Background: an optimization exercise with open tools, aiming at small area. Do not read the settings as production practice.
The RTL was checked by simulation tests, not by an equivalence proof against the original design.
Power figures rest on the tool's default switching activity, not on a simulated workload.

<file path="flow/run.sh">
#!/bin/bash
# synth_recipe.tcl (not shown) runs the flow's synth.tcl, then flattens the netlist and writes it again
# the make line also repeats each setting of config.mk as NAME=value (left out here)
make -C /OpenROAD-flow-scripts/flow DESIGN_CONFIG=/design/flow/config.mk WORK_HOME=/design/flow/orfs CLKGATE_MAP_FILE= SYNTH_SCRIPT=/design/flow/synth_recipe.tcl finish
</file>
<file path="flow/config.mk">
export PLATFORM = sky130hd
export DESIGN_NAME = video_overlay
export DESIGN_NICKNAME = video_overlay
export VERILOG_FILES = /design/flow/design.v
export SDC_FILE = /design/flow/constraint.sdc
export NUM_CORES = 4
export LEC_CHECK = 0
export CAP_MARGIN = 20
export CORE_MARGIN = 2
export CORE_UTILIZATION = 40
export SLEW_MARGIN = 20
</file>
<file path="flow/constraint.sdc">
create_clock -name core_clock -period 6.0 [get_ports {clk}]
set_input_delay 1.2000 -clock core_clock [delete_from_list [all_inputs] [get_ports {clk}]]
set_output_delay 1.2000 -clock core_clock [all_outputs]
set_load 0.01 [all_outputs]
</file>
<file path="flow/design.v">
`default_nettype none
package video_pkg;
	typedef struct packed {
		logic [5:0] r;
		logic [5:0] g;
		logic [5:0] b;
	} rgb666_t;
	typedef struct packed {
		logic [7:0] h;
		logic [7:0] s;
		logic [7:0] v;
	} hsv_t;
	typedef struct packed {
		logic [10:0] hcount;
		logic [9:0] vcount;
		logic hsync;
		logic vsync;
		logic blank;
	} raster_t;
	typedef enum logic [1:0] {
		MODE_VIDEO = 2'd0,
		MODE_TRACK = 2'd1,
		MODE_CURSOR = 2'd2,
		MODE_HSV = 2'd3
	} overlay_mode_e;
endpackage
`default_nettype wire
`default_nettype none
package track_pkg;
	typedef struct packed {
		logic [10:0] x;
		logic [9:0] y;
	} pos_t;
	typedef struct packed {
		logic up;
		logic down;
		logic left;
		logic right;
	} buttons_t;
	typedef struct packed {
		logic [7:0] hue;
		pos_t pos;
	} readout_t;
endpackage
`default_nettype wire
`default_nettype none
module debounce (
	input wire logic clk,
	input wire logic rst,
	input wire logic raw,
	output logic clean
);
	localparam int CNT_W = $clog2(16);
	localparam logic [CNT_W-1:0] CNT_LAST = CNT_W'(16 - 1);
	logic [CNT_W-1:0] cnt;
	always_ff @(posedge clk) begin
		if (rst) begin
			cnt <= '0;
			clean <= 1'b0;
		end else if (raw == clean) begin
			cnt <= '0;
		end else if (cnt == CNT_LAST) begin
			clean <= raw;
			cnt <= '0;
		end else begin
			cnt <= cnt + 1'b1;
		end
	end
endmodule
`default_nettype wire
`default_nettype none
module cursor_mover (
	input wire logic clk,
	input wire logic rst,
	input wire track_pkg::buttons_t buttons,
	output track_pkg::pos_t cursor
);
	logic [3-1:0] step_cnt;
	logic step;
	assign step = (step_cnt == '0);
	always_ff @(posedge clk) begin
		if (rst) begin
			step_cnt <= '0;
		end else begin
			step_cnt <= step_cnt + 1'b1;
		end
	end
	always_ff @(posedge clk) begin
		if (rst) begin
			cursor <= '0;
		end else if (step) begin
			if (buttons.down && cursor.y < 10'd768) begin
				cursor.y <= cursor.y + 10'd1;
			end else if (buttons.up && cursor.y > 10'd0) begin
				cursor.y <= cursor.y - 10'd1;
			end
			if (buttons.right && cursor.x < 11'd1024) begin
				cursor.x <= cursor.x + 11'd1;
			end else if (buttons.left && cursor.x > 11'd0) begin
				cursor.x <= cursor.x - 11'd1;
			end
		end
	end
endmodule
`default_nettype wire
`default_nettype none
module sync_delay #(
	parameter int DEPTH = 22
) (
	input wire logic clk,
	input wire logic rst,
	input wire video_pkg::raster_t raster,
	output video_pkg::raster_t raster_del
);
	logic [23:0] pipe [DEPTH];
	always_ff @(posedge clk) begin
		if (rst) begin
			for (int i = 0; i < DEPTH; i++) begin
				pipe[i] <= '0;
			end
		end else begin
			pipe[0] <= raster;
			for (int i = 1; i < DEPTH; i++) begin
				pipe[i] <= pipe[i-1];
			end
		end
	end
	assign raster_del = pipe[DEPTH-1];
endmodule
`default_nettype wire
`default_nettype none
module overlay_mixer (
	input wire logic clk,
	input wire logic rst,
	input wire video_pkg::overlay_mode_e mode,
	input wire video_pkg::raster_t raster,
	input wire video_pkg::raster_t raster_del,
	input wire video_pkg::rgb666_t pixel_in,
	input wire video_pkg::hsv_t hsv_in,
	input wire track_pkg::pos_t com_pos,
	input wire track_pkg::pos_t light_pos,
	input wire track_pkg::pos_t cursor,
	input wire logic com_ready,
	output video_pkg::rgb666_t pixel_out,
	output logic hsync_out,
	output logic vsync_out,
	output logic blank_out,
	output track_pkg::pos_t com_latched
);
	always_ff @(posedge clk) begin
		if (rst) begin
			com_latched <= '0;
		end else if (com_ready) begin
			com_latched <= com_pos;
		end
	end
	logic near_com;
	logic on_light;
	logic on_cursor;
	logic hue_ok;
	logic sv_ok;
	video_pkg::rgb666_t pixel_next;
	assign near_com =
		({1'b0, raster.hcount} + 12'(2) >= {1'b0, com_latched.x} &&
		 {1'b0, com_latched.x} + 12'(2) >= {1'b0, raster.hcount}) ||
		({1'b0, raster.vcount} + 11'(2) >= {1'b0, com_latched.y} &&
		 {1'b0, com_latched.y} + 11'(2) >= {1'b0, raster.vcount});
	assign on_light = (raster.hcount == light_pos.x) || (raster.vcount == light_pos.y);
	assign on_cursor = (raster.hcount == cursor.x) || (raster.vcount == cursor.y);
	assign hue_ok = (hsv_in.h >= 8'hEB) && (hsv_in.h <= 8'hFA);
	assign sv_ok = (hsv_in.s > 8'h88) && (hsv_in.v > 8'h88);
	always_comb begin
		pixel_next = pixel_in;
		case (mode)
			video_pkg::MODE_TRACK: begin
				if (near_com) pixel_next = 18'b000000_111111_000000;
				else if (on_light) pixel_next = 18'b000000_000000_111111;
			end
			video_pkg::MODE_CURSOR: begin
				if (on_cursor) pixel_next = 18'b000000_111111_000000;
				else if (on_light) pixel_next = 18'b000000_000000_111111;
			end
			video_pkg::MODE_HSV: begin
				if (hue_ok && sv_ok) pixel_next = 18'b111111_111111_111111;
				else if (hue_ok) pixel_next = 18'b111111_000000_000000;
				else if (sv_ok) pixel_next = 18'b000000_000000_111111;
				else pixel_next = 18'b000000_000000_000000;
			end
			default: pixel_next = pixel_in;
		endcase
	end
	always_ff @(posedge clk) begin
		if (rst) begin
			pixel_out <= '0;
			hsync_out <= 1'b0;
			vsync_out <= 1'b0;
			blank_out <= 1'b1;
		end else begin
			pixel_out <= pixel_next;
			if (mode == video_pkg::MODE_HSV) begin
				hsync_out <= raster_del.hsync;
				vsync_out <= raster_del.vsync;
				blank_out <= raster_del.blank;
			end else begin
				hsync_out <= raster.hsync;
				vsync_out <= raster.vsync;
				blank_out <= raster.blank;
			end
		end
	end
endmodule
`default_nettype wire
`default_nettype none
module readout_latch (
	input wire logic clk,
	input wire logic rst,
	input wire logic track_en,
	input wire video_pkg::raster_t raster_del,
	input wire video_pkg::hsv_t hsv_in,
	input wire track_pkg::pos_t com_latched,
	input wire track_pkg::pos_t cursor,
	output track_pkg::readout_t readout
);
	logic at_com;
	logic at_cursor;
	assign at_com = (raster_del.hcount == com_latched.x) &&
		(raster_del.vcount == com_latched.y);
	assign at_cursor = (raster_del.hcount == cursor.x) &&
		(raster_del.vcount == cursor.y);
	always_ff @(posedge clk) begin
		if (rst) begin
			readout <= '0;
		end else if (track_en && at_com) begin
			readout.hue <= hsv_in.h;
			readout.pos <= com_latched;
		end else if (at_cursor) begin
			readout.hue <= hsv_in.h;
			readout.pos <= cursor;
		end
	end
endmodule
`default_nettype wire
`default_nettype none
module video_overlay (
	input wire logic clk,
	input wire logic rst,
	input wire logic [1:0] switches,
	input wire track_pkg::buttons_t buttons,
	input wire video_pkg::raster_t raster,
	input wire video_pkg::rgb666_t pixel_in,
	input wire video_pkg::hsv_t hsv_in,
	input wire track_pkg::pos_t com_pos,
	input wire track_pkg::pos_t light_pos,
	input wire logic com_ready,
	output video_pkg::rgb666_t pixel_out,
	output logic hsync_out,
	output logic vsync_out,
	output logic blank_out,
	output track_pkg::readout_t readout
);
	video_pkg::overlay_mode_e mode;
	logic track_en;
	wire track_pkg::buttons_t buttons_db;
	track_pkg::pos_t cursor;
	track_pkg::pos_t com_latched;
	video_pkg::raster_t raster_del;
	assign mode = video_pkg::overlay_mode_e'(switches);
	assign track_en = switches[0];
	for (genvar i = 0; i < 4; i++) begin : g_db
		debounce u_debounce (
			.clk(clk),
			.rst(rst),
			.raw(buttons[i]),
			.clean(buttons_db[i])
		);
	end
	cursor_mover u_cursor_mover (
		.clk(clk),
		.rst(rst),
		.buttons(buttons_db),
		.cursor(cursor)
	);
	sync_delay u_sync_delay (
		.clk(clk),
		.rst(rst),
		.raster(raster),
		.raster_del(raster_del)
	);
	overlay_mixer u_overlay_mixer (
		.clk(clk),
		.rst(rst),
		.mode(mode),
		.raster(raster),
		.raster_del(raster_del),
		.pixel_in(pixel_in),
		.hsv_in(hsv_in),
		.com_pos(com_pos),
		.light_pos(light_pos),
		.cursor(cursor),
		.com_ready(com_ready),
		.pixel_out(pixel_out),
		.hsync_out(hsync_out),
		.vsync_out(vsync_out),
		.blank_out(blank_out),
		.com_latched(com_latched)
	);
	readout_latch u_readout_latch (
		.clk(clk),
		.rst(rst),
		.track_en(track_en),
		.raster_del(raster_del),
		.hsv_in(hsv_in),
		.com_latched(com_latched),
		.cursor(cursor),
		.readout(readout)
	);
endmodule
`default_nettype wire
</file>
==> flow_metrics.tcl <==
set metrics [dict create \
    ys_types 66 \
    grt_use_total 0.1617 \
    cts_hold_buf 0 \
    viasPerCell 4.611 \
    synthToLayoutAreaGrowth_pct 19.96 \
    htree_levels 2 \
    cts_inserted_buffers 61 \
    place_congestion 0.8918 \
    num_rows 85 \
    syn_area_per_cell_um2 10.86 \
    antenna_cells 0 \
    crit_fanout 7 \
    drt_pass1_iterations 5 \
    synthTopCellsByCount "dfxtp_1, nor2b_1, nor2_1, xnor2_1, clkbuf_1" \
    post-dp-hpwl_mm 31.03 \
    vias 13360 \
    placed_area_um2 24050 \
    antenna_found_initial 0 \
    fin_tns_setup_ns 0 \
    initial_core_util 0.4058 \
    cts_resized 0 \
    drive_above_1_share 0.06312 \
    swShare 0.2172 \
    setup_ws_ns 1.917 \
    gr-total-overflow 0 \
    stdcell_area_um2 26250 \
    preCtsSetupSlack_ns 1.229 \
    clock_path_buffers 3 \
    slew_violations 0 \
    die-area_um2 56600 \
    power_frac_seq 0.493 \
    drv_cap 0 \
    detail_route.iter0.violations 664 \
    end_kind "flop" \
    tightestPinTransition_ns 1.209 \
    insertion_delay_ns 0.63 \
    hold_viol 0 \
    grt_setup_unrepaired "false" \
    synth_edf_count 0 \
    yosysTopAreaCell "dfxtp_1" \
    synth_cells 2015 \
    die_x_um 237.9 \
    critPathKind "in -> reg" \
    clkPwrFrac 0.459 \
    internal_power_w 0.006935 \
    yosysWarningCount 6 \
    finalCritPeriodShare 0.6805 \
    cp-start-kind "primary input" \
    coreArea_um2 53920 \
    grt_pass1_vias 13400 \
    cts_root_buffer "clkbuf_16" \
    grt_pass1_wl_mm 72.06 \
    ir_drop_v 0.0002834 \
    nets 2336 \
    max_slew_margin 0.1939 \
    cp.arrival_ns 4.63 \
    die_h_um 237.9 \
    post-route-drc-count 0 \
    cp_data_required_time_ns 6.55 \
    wl_per_cell_um 15.67 \
    grt_start_max_net_pins 257 \
    combPwrFrac 0.049 \
    status "no timing/DRC/antenna violations" \
    synthTopCellsByArea "dfxtp_1, nor2b_1, ha_1" \
    antenna_left 0 \
    whs_ns 0.4135 \
    power_leakage_nw 10.55 \
    io-pin-count 167 \
    max_freq_mhz 244.9 \
    synthMostInstantiatedCell "dfxtp_1" \
    fin_skew_ns 0.02966 \
    cts_tree "built" \
    synth.yosys.seq_area_share 0.5882 \
    path_clk_slew_ns 0.06 \
    clock-sinks 643 \
    synth_top_area_frac 0.5882 \
    min_period_ns 4.083 \
    cts_setup_buffers 0 \
    synth_fp_nets 2201 \
    ys.flop_type "dfxtp_1" \
    synthArstFlopShare 0 \
    hold_class "reg -> reg" \
    power_switching_w 0.001924 \
    wirelength_mm 45.41 \
    port_buffers 166 \
    finalSetupViolations 0 \
    powerDensity_nw_per_um2 337.5 \
    ys_seq_elements 643 \
    synth_area_um2 21880 \
]
## routing by layer
metal  part of all wire  track usage  up-vias
li1                   -            -     6742
met1               0.48       0.2191     6298
met2               0.45       0.2576      244
met3              0.051      0.03251       78
met4              0.023      0.05432        0
met5                  0            0        -
## power by group through the flow
stage                     registers, W  logic [W]  clock network [W]
after global placement         0.00446   0.000428                  0
final                          0.00437   0.000430            0.00406
after global routing           0.00437   0.000476            0.00437
after CTS                      0.00437   0.000435            0.00419
after detailed placement       0.00446   0.000432                  0
after floorplan                0.00444   0.000250                  0
## worst max-delay path, cell delays in order
cell and delay, ns:
clkdlybuf4s50_1 0.73, nand4_1 0.26, nor3_1 0.33, xnor2_1 0.11
ha_1 0.18, a21o_1 0.15, a21oi_1 0.16, o211ai_1 0.11
a21oi_1 0.41, o22ai_4 0.23, o41ai_4 0.55, o21a_1 0.19
## state kept, by name, summed over array words and instances (netlist names)
| register | flops |
|---|---|
| u_sync_delay.pipe | 528 |
| u_readout_latch.readout | 29 |
| u_cursor_mover.cursor | 21 |
| u_overlay_mixer.com_latched | 21 |
| u_overlay_mixer.pixel_out | 18 |
| g_db.u_debounce.cnt | 16 |
| g_db.u_debounce.clean | 4 |
| u_cursor_mover.step_cnt | 3 |
| u_overlay_mixer.blank_out | 1 |
| u_overlay_mixer.hsync_out | 1 |
| u_overlay_mixer.vsync_out | 1 |
## cell type report
| cell class | count | area [um2] |
|---|---|---|
| clock buffers | 84 | 1753 |
| clock inverters | 31 | 447.9 |
| fillers | 4932 | 27670 |
| inverters | 59 | 222.7 |
| multi-input cells | 1212 | 8353 |
| flip-flops and latches | 643 | 12870 |
| well taps | 696 | 870.8 |
| repair buffers | 173 | 1732 |
## cell families (layout without fill, tap and decap cells)
family / after synthesis / in the layout / synth area share
and+or+nand+nor: 805 / 805 / 0.2099
xor gates and xnor gates: 144 / 144 / 0.05763
AOI/OAI and AO/OA: 132 / 132 / 0.04563
DFF: 643 / 643 / 0.5882
muxes: 62 / 62 / 0.02836
buffers and inverters: 160 / 347 / 0.03007
adders and majority gates: 69 / 69 / 0.04014
## cell usage in the layout, fill, tap and decap left out, types with 5 or more instances in the layout
| master | n |
|---|---|
| clkbuf_1 | 9 |
| o31a_1 | 5 |
| a211oi_1 | 22 |
| a21o_1 | 9 |
| xor2_1 | 63 |
| clkinv_2 | 14 |
| a21oi_1 | 41 |
| or3_1 | 5 |
| clkdlybuf4s50_1 | 165 |
| clkbuf_16 | 61 |
| nand4_1 | 19 |
| xnor2_1 | 81 |
| buf_4 | 6 |
| nand2b_1 | 6 |
| nor2b_1 | 510 |
| nor2_1 | 138 |
| nand3_1 | 30 |
| bufinv_16 | 8 |
| inv_1 | 54 |
| o21a_1 | 13 |
| nor3_1 | 12 |
| mux2i_1 | 62 |
| dfxtp_1 | 643 |
| and3_1 | 8 |
| nand2_1 | 41 |
| o21ai_0 | 6 |
| ha_1 | 67 |
| clkbuf_8 | 14 |
| nor4_1 | 17 |
## final timing paths
kind                                                      start                       endpoint  slack (ns)  depth (start not counted)
worst max-delay path                                 raster[16]  u_overlay_mixer.pixel_out[15]        1.92                         12
worst min-delay path                  u_sync_delay.pipe[17][21]      u_sync_delay.pipe[18][21]        0.41                          1
worst max register to register  u_overlay_mixer.com_latched[12]  u_overlay_mixer.pixel_out[15]        2.28                         13
worst min register to register        u_sync_delay.pipe[17][21]      u_sync_delay.pipe[18][21]        0.41                          1
## per-stage QoR
step / instances / power [W] / util
6_report: 2898 / 0.008859 / 0.4869
2_1_floorplan: 2015 / 0.004693 / -
4_1_cts: 2898 / 0.008993 / 0.4869
5_1_grt: 2898 / 0.009213 / 0.4869
3_3_place_gp: 2783 / 0.004891 / 0.4460
3_5_place_dp: 2783 / 0.004895 / 0.4460

static timing again, ports no longer ideal:
No port has a modelled driver above. Below, the same layout with a new extraction and two added sets of constraints.
Step 1, drivers: a clkbuf_16 drives clk and a buf_2 each remaining input, both assumed.
Step 2 times the ports against the registers' clock, not the clock port: input delays grow and output delays shrink by t, the midpoint of the rising clock arrivals with the driver on.
Slacks: ideal ports / drivers / drivers and shift; pairs: ideal ports / drivers.
t (ns): 0.675
setup WS [ns]: 1.917 / 1.946 / 1.271
worst hold slack (ns): 0.413 / 0.413 / 0.413
cell pins on the clock port's net: 1
After both steps setup and hold are still met in this run. The setup slack of this run moves by +0.029 ns with the drivers and by -0.646 ns with both steps.
